Source: an optimization exercise on an open RTL-to-GDS flow (aim: small area, a short achievable clock period and few clock cycles per item). Production flows keep margins and buffers that such runs may drop.

wip/harbor:
==> flow/design.v <==
package oqke_pkg;
    localparam logic [2:0] OP_INSERT  = 3'd0;
    localparam logic [2:0] OP_SEARCH  = 3'd1;
    localparam logic [2:0] OP_MODIFY  = 3'd2;
    localparam logic [2:0] OP_DELETE  = 3'd3;
    localparam logic [2:0] OP_DISPLAY = 3'd4;
    localparam logic [1:0] ST_OK      = 2'd0;
    localparam logic [1:0] ST_MISSING = 2'd1;
    localparam logic [1:0] ST_EMPTY   = 2'd2;
    localparam logic [1:0] ST_FULL    = 2'd3;
    typedef struct packed {
        logic [2:0]         op;
        logic signed [31:0] key;
        logic signed [31:0] new_value;
    } request_t;
    typedef struct packed {
        logic [1:0]         status;
        logic signed [31:0] element;
        logic               last;
        logic [4:0]         entries_held;
    } result_t;
    typedef struct packed {
        logic capture;      
        logic write_tail;   
        logic write_first;  
        logic shift;        
        logic rotate;       
    } cell_cmd_t;
endpackage
module oqke_cell (
    input  logic               clk,
    input  logic               we,       
    input  logic               sh,       
    input  logic signed [31:0] wdata,
    input  logic signed [31:0] nbr,
    input  logic signed [31:0] cmp_key,
    input  logic               eq_w,     
    input  logic               eq_nbr,   
    output logic signed [31:0] entry,
    output logic               eq,       
    output logic               hit       
);
    logic hold;
    assign hold = !(we || sh);
    assign eq   = (entry == cmp_key);
    always_ff @(posedge clk)
    begin
        entry <= ({32{we}} & wdata) | ({32{sh}} & nbr) | ({32{hold}} & entry);
        hit   <= (we & eq_w) | (sh & eq_nbr) | (hold & eq);
    end
endmodule
module oqke_ctrl #(
    parameter int DEPTH = 16,
    parameter int CW    = 5
) (
    input  logic                  clk,
    input  logic                  rst_n,
    input  logic                  start,
    output logic                  busy,
    input  oqke_pkg::request_t    request,
    output oqke_pkg::result_t     result,
    output logic                  done,
    input  logic [DEPTH-1:0]      hit_reg,
    input  logic signed [31:0]    head,
    output logic [DEPTH-1:0]      we,
    output logic [DEPTH-1:0]      sh,
    output logic signed [31:0]    key,
    output logic signed [31:0]    wdata,
    input  logic                  eq_head,
    output logic                  eq_w
);
    logic               va_r;
    logic [2:0]         opa_r;
    logic signed [31:0] keya_r;
    logic signed [31:0] nva_r;
    logic               vb_r;
    logic [2:0]         opb_r;
    logic signed [31:0] wdb_r;
    logic               insb_r, modb_r, delb_r, dispb_r;
    logic               eqx_r;       
    logic [CW-1:0]      count_r, count_next;
    logic [DEPTH-1:0]   hm_r, hm_next;       
    logic               disp_r;
    logic [CW-1:0]      dleft_r;
    logic               busy_r;
    logic               done_r;
    oqke_pkg::result_t  result_r, result_next;
    logic [DEPTH-1:0]   held, tail, lasth, hit, after, first;
    logic               any_hit, empty, full;
    logic               is_ins, is_mod, is_del, is_disp, is_other;
    logic               rot;
    logic [CW-1:0]      cur_rem;
    logic               take;
    assign take = start && !busy_r;
    assign held  = hm_r;
    assign tail  = ~hm_r & {hm_r[DEPTH-2:0], 1'b1};
    assign lasth = hm_r & ~{1'b0, hm_r[DEPTH-1:1]};
    assign hit     = hit_reg & held;
    assign any_hit = |hit;
    always_comb
    begin
        after[0] = hit[0];
        for (int i = 1; i < DEPTH; i++)
            after[i] = after[i - 1] | hit[i];
    end
    assign first = hit & ~(after << 1);
    assign empty    = !hm_r[0];
    assign full     = hm_r[DEPTH-1];
    assign is_ins   = insb_r;
    assign is_mod   = modb_r;
    assign is_del   = delb_r;
    assign is_disp  = dispb_r;
    assign is_other = opb_r > oqke_pkg::OP_DISPLAY;
    assign rot     = (is_disp && !empty) || disp_r;
    assign cur_rem = disp_r ? dleft_r : count_r;
    assign wdata = rot ? head : wdb_r;
    assign key   = keya_r;
    assign eq_w  = rot ? eq_head : eqx_r;
    always_comb
    begin
        for (int i = 0; i < DEPTH; i++)
        begin
            we[i] = (is_ins && !full && tail[i]) || (is_mod && first[i]) || (rot && lasth[i]);
            sh[i] = (is_del && after[i]) || (rot && held[i] && !lasth[i]);
        end
    end
    always_comb
    begin
        count_next = count_r;
        hm_next    = hm_r;
        if (is_ins && !full)
        begin
            count_next = count_r + CW'(1);
            hm_next    = {hm_r[DEPTH-2:0], 1'b1};
        end
        else if (is_del && any_hit)
        begin
            count_next = count_r - CW'(1);
            hm_next    = {1'b0, hm_r[DEPTH-1:1]};
        end
    end
    always_comb
    begin
        result_next.element      = '0;
        result_next.last         = 1'b1;
        result_next.entries_held = 5'(count_next);
        if (opb_r == oqke_pkg::OP_INSERT)
            result_next.status = full ? oqke_pkg::ST_FULL : oqke_pkg::ST_OK;
        else if (is_other)
            result_next.status = oqke_pkg::ST_OK;
        else if (empty)
            result_next.status = oqke_pkg::ST_EMPTY;
        else if (!any_hit && opb_r != oqke_pkg::OP_DISPLAY)
            result_next.status = oqke_pkg::ST_MISSING;
        else
            result_next.status = oqke_pkg::ST_OK;
        if (rot)
        begin
            result_next.status  = oqke_pkg::ST_OK;
            result_next.element = head;
            result_next.last    = (cur_rem == CW'(1));
        end
    end
    always_ff @(posedge clk or negedge rst_n)
    begin
        if (!rst_n)
        begin
            va_r    <= 1'b0;
            vb_r    <= 1'b0;
            insb_r  <= 1'b0;
            modb_r  <= 1'b0;
            delb_r  <= 1'b0;
            dispb_r <= 1'b0;
            count_r <= '0;
            hm_r    <= '0;
            disp_r  <= 1'b0;
            busy_r  <= 1'b0;
            done_r  <= 1'b0;
        end
        else
        begin
            va_r    <= take;
            vb_r    <= va_r;
            insb_r  <= va_r && (opa_r == oqke_pkg::OP_INSERT);
            modb_r  <= va_r && (opa_r == oqke_pkg::OP_MODIFY);
            delb_r  <= va_r && (opa_r == oqke_pkg::OP_DELETE);
            dispb_r <= va_r && (opa_r == oqke_pkg::OP_DISPLAY);
            count_r <= count_next;
            hm_r    <= hm_next;
            disp_r  <= rot && (cur_rem != CW'(1));
            busy_r  <= (take && request.op == oqke_pkg::OP_DISPLAY)
                    || (va_r && opa_r == oqke_pkg::OP_DISPLAY && hm_next[2])
                    || (rot && cur_rem >= CW'(4));
            done_r  <= vb_r || disp_r;
        end
    end
    always_ff @(posedge clk)
    begin
        opa_r    <= request.op;
        keya_r   <= request.key;
        nva_r    <= request.new_value;
        opb_r    <= opa_r;
        wdb_r    <= (opa_r == oqke_pkg::OP_INSERT) ? keya_r : nva_r;
        eqx_r    <= (request.key == ((opa_r == oqke_pkg::OP_INSERT) ? keya_r : nva_r));
        dleft_r  <= cur_rem - CW'(1);
        result_r <= result_next;
    end
    assign busy   = busy_r;
    assign done   = done_r;
    assign result = result_r;
endmodule
module ordered_queue_with_key_edit #(
    parameter int DEPTH = 16
) (
    input  logic                clk,
    input  logic                rst_n,
    input  logic                start,
    output logic                busy,
    input  oqke_pkg::request_t  request,
    output oqke_pkg::result_t   result,
    output logic                done
);
    localparam int CW = $clog2(DEPTH + 1);
    logic [DEPTH-1:0]   eq, hit, we, sh;
    logic signed [31:0] key, wdata;
    logic               eq_w;
    logic signed [31:0] entry [DEPTH];
    oqke_ctrl #(
        .DEPTH (DEPTH),
        .CW    (CW)
    ) u_ctrl (
        .clk     (clk),
        .rst_n   (rst_n),
        .start   (start),
        .busy    (busy),
        .request (request),
        .result  (result),
        .done    (done),
        .hit_reg (hit),
        .head    (entry[0]),
        .we      (we),
        .sh      (sh),
        .key     (key),
        .wdata   (wdata),
        .eq_head (eq[0]),
        .eq_w    (eq_w)
    );
    for (genvar i = 0; i < DEPTH; i++)
    begin : g_cell
        localparam int N = (i == DEPTH - 1) ? i : i + 1;
        oqke_cell u_cell (
            .clk     (clk),
            .we      (we[i]),
            .sh      (sh[i]),
            .wdata   (wdata),
            .nbr     (entry[N]),
            .cmp_key (key),
            .eq_w    (eq_w),
            .eq_nbr  (eq[N]),
            .entry   (entry[i]),
            .eq      (eq[i]),
            .hit     (hit[i])
        );
    end
endmodule
module oqke_top (
    input  logic        clk,
    input  logic        rst_n,
    input  logic        start,
    output logic        busy,
    input  logic [2:0]  req_op,
    input  logic [31:0] req_key,
    input  logic [31:0] req_new_value,
    output logic [1:0]  res_status,
    output logic [31:0] res_element,
    output logic        res_last,
    output logic [4:0]  res_entries_held,
    output logic        done
);
    oqke_pkg::request_t request;
    oqke_pkg::result_t  result;
    assign request.op        = req_op;
    assign request.key       = req_key;
    assign request.new_value = req_new_value;
    ordered_queue_with_key_edit #(
        .DEPTH (16)
    ) u_queue (
        .clk     (clk),
        .rst_n   (rst_n),
        .start   (start),
        .busy    (busy),
        .request (request),
        .result  (result),
        .done    (done)
    );
    assign res_status       = result.status;
    assign res_element      = result.element;
    assign res_last         = result.last;
    assign res_entries_held = result.entries_held;
endmodule
clock: 5.0 ns
lec_check: 0
abc_clock_period_in_ps: 2200
cap_margin: 20
core_margin: 2
core_utilization: 65
cts_cluster_diameter: 80
cts_cluster_size: 30
place_density: 0.75
setup_slack_margin: 2.8
slew_margin: 20
run.sh (not shown) runs the stock make flow with config.mk's settings and CLKGATE_MAP_FILE= SYNTH_SCRIPT=/design/flow/synth_recipe.tcl, a recipe that flattens the netlist after the stock synthesis.
The inputs of wip/delta differ from those of wip/harbor as listed below.
- CTS_CLUSTER_SIZE removed (was 30)
- CTS_CLUSTER_DIAMETER removed (was 80)
## What came out
- Seen in the log of wip/delta: GRT-0232 during global routing, after which the run never completed.
- Changes observed in wip/delta relative to wip/harbor: number of gates resized after CTS now sits higher, setup fix buffers added after clock tree synthesis rose 63%.
- Diff wip/delta..wip/harbor | clock net sink count | unchanged
- Number of H-tree levels for wip/delta: 1 up relative to wip/harbor
- Diff wip/delta..wip/harbor | post-synthesis adder-cell area fraction | unchanged
What wip/willow does differently from wip/delta at the input level:
- PLACE_DENSITY: 0.75 -> unset
- CORE_UTILIZATION: 65 -> 40
[summary]
- Changes observed in wip/willow relative to wip/delta: quantity of hold-fixing buffers added after cts stayed essentially flat, number of enable flip-flop cells after synthesis barely changed, post-cts sizing count +40, total instance count after detailed placement climbed 11%.
- Estimated wirelength of the detail-placed design of wip/willow exceeds that of wip/delta by a few percent.
- wip/willow completed end to end with timing, DRC and antenna clean.
- Worst setup slack after placement delta for wip/willow relative to wip/delta: 0.84 ns higher
No functional check of the RTL was part of any run of this note.

separate check: timing with driven ports:
How much do the figures lean on ideal ports? The routed layouts below were timed once more, with nothing changed but the port constraints. Step 1: set_driving_cell puts a clkbuf_16 on clk and a buf_2 on each other input, an assumption about the parent block. Step 2 adds t to the input delays and takes it off the output delays; t is the mean of the earliest and latest rising clock arrival at the registers after step 1. Input paths then give back, and output paths get back, about the clock's delay inside the block. a / b / c = ideal ports / drivers / drivers and shift; a / b = the first two.
| run | t, ns | setup slack, ns | worst setup path after step 2 |
|---|---|---|---|
| wip/harbor | 0.683 | 2.341 / 2.341 / 1.912 | input to register |
| wip/willow | 0.720 | 2.310 / 2.310 / 1.944 | input to register |
After both steps setup and hold are still met in every run listed. For wip/harbor, which loses most, drivers alone change the setup slack by 0.000 ns; drivers and shift together by -0.429 ns.
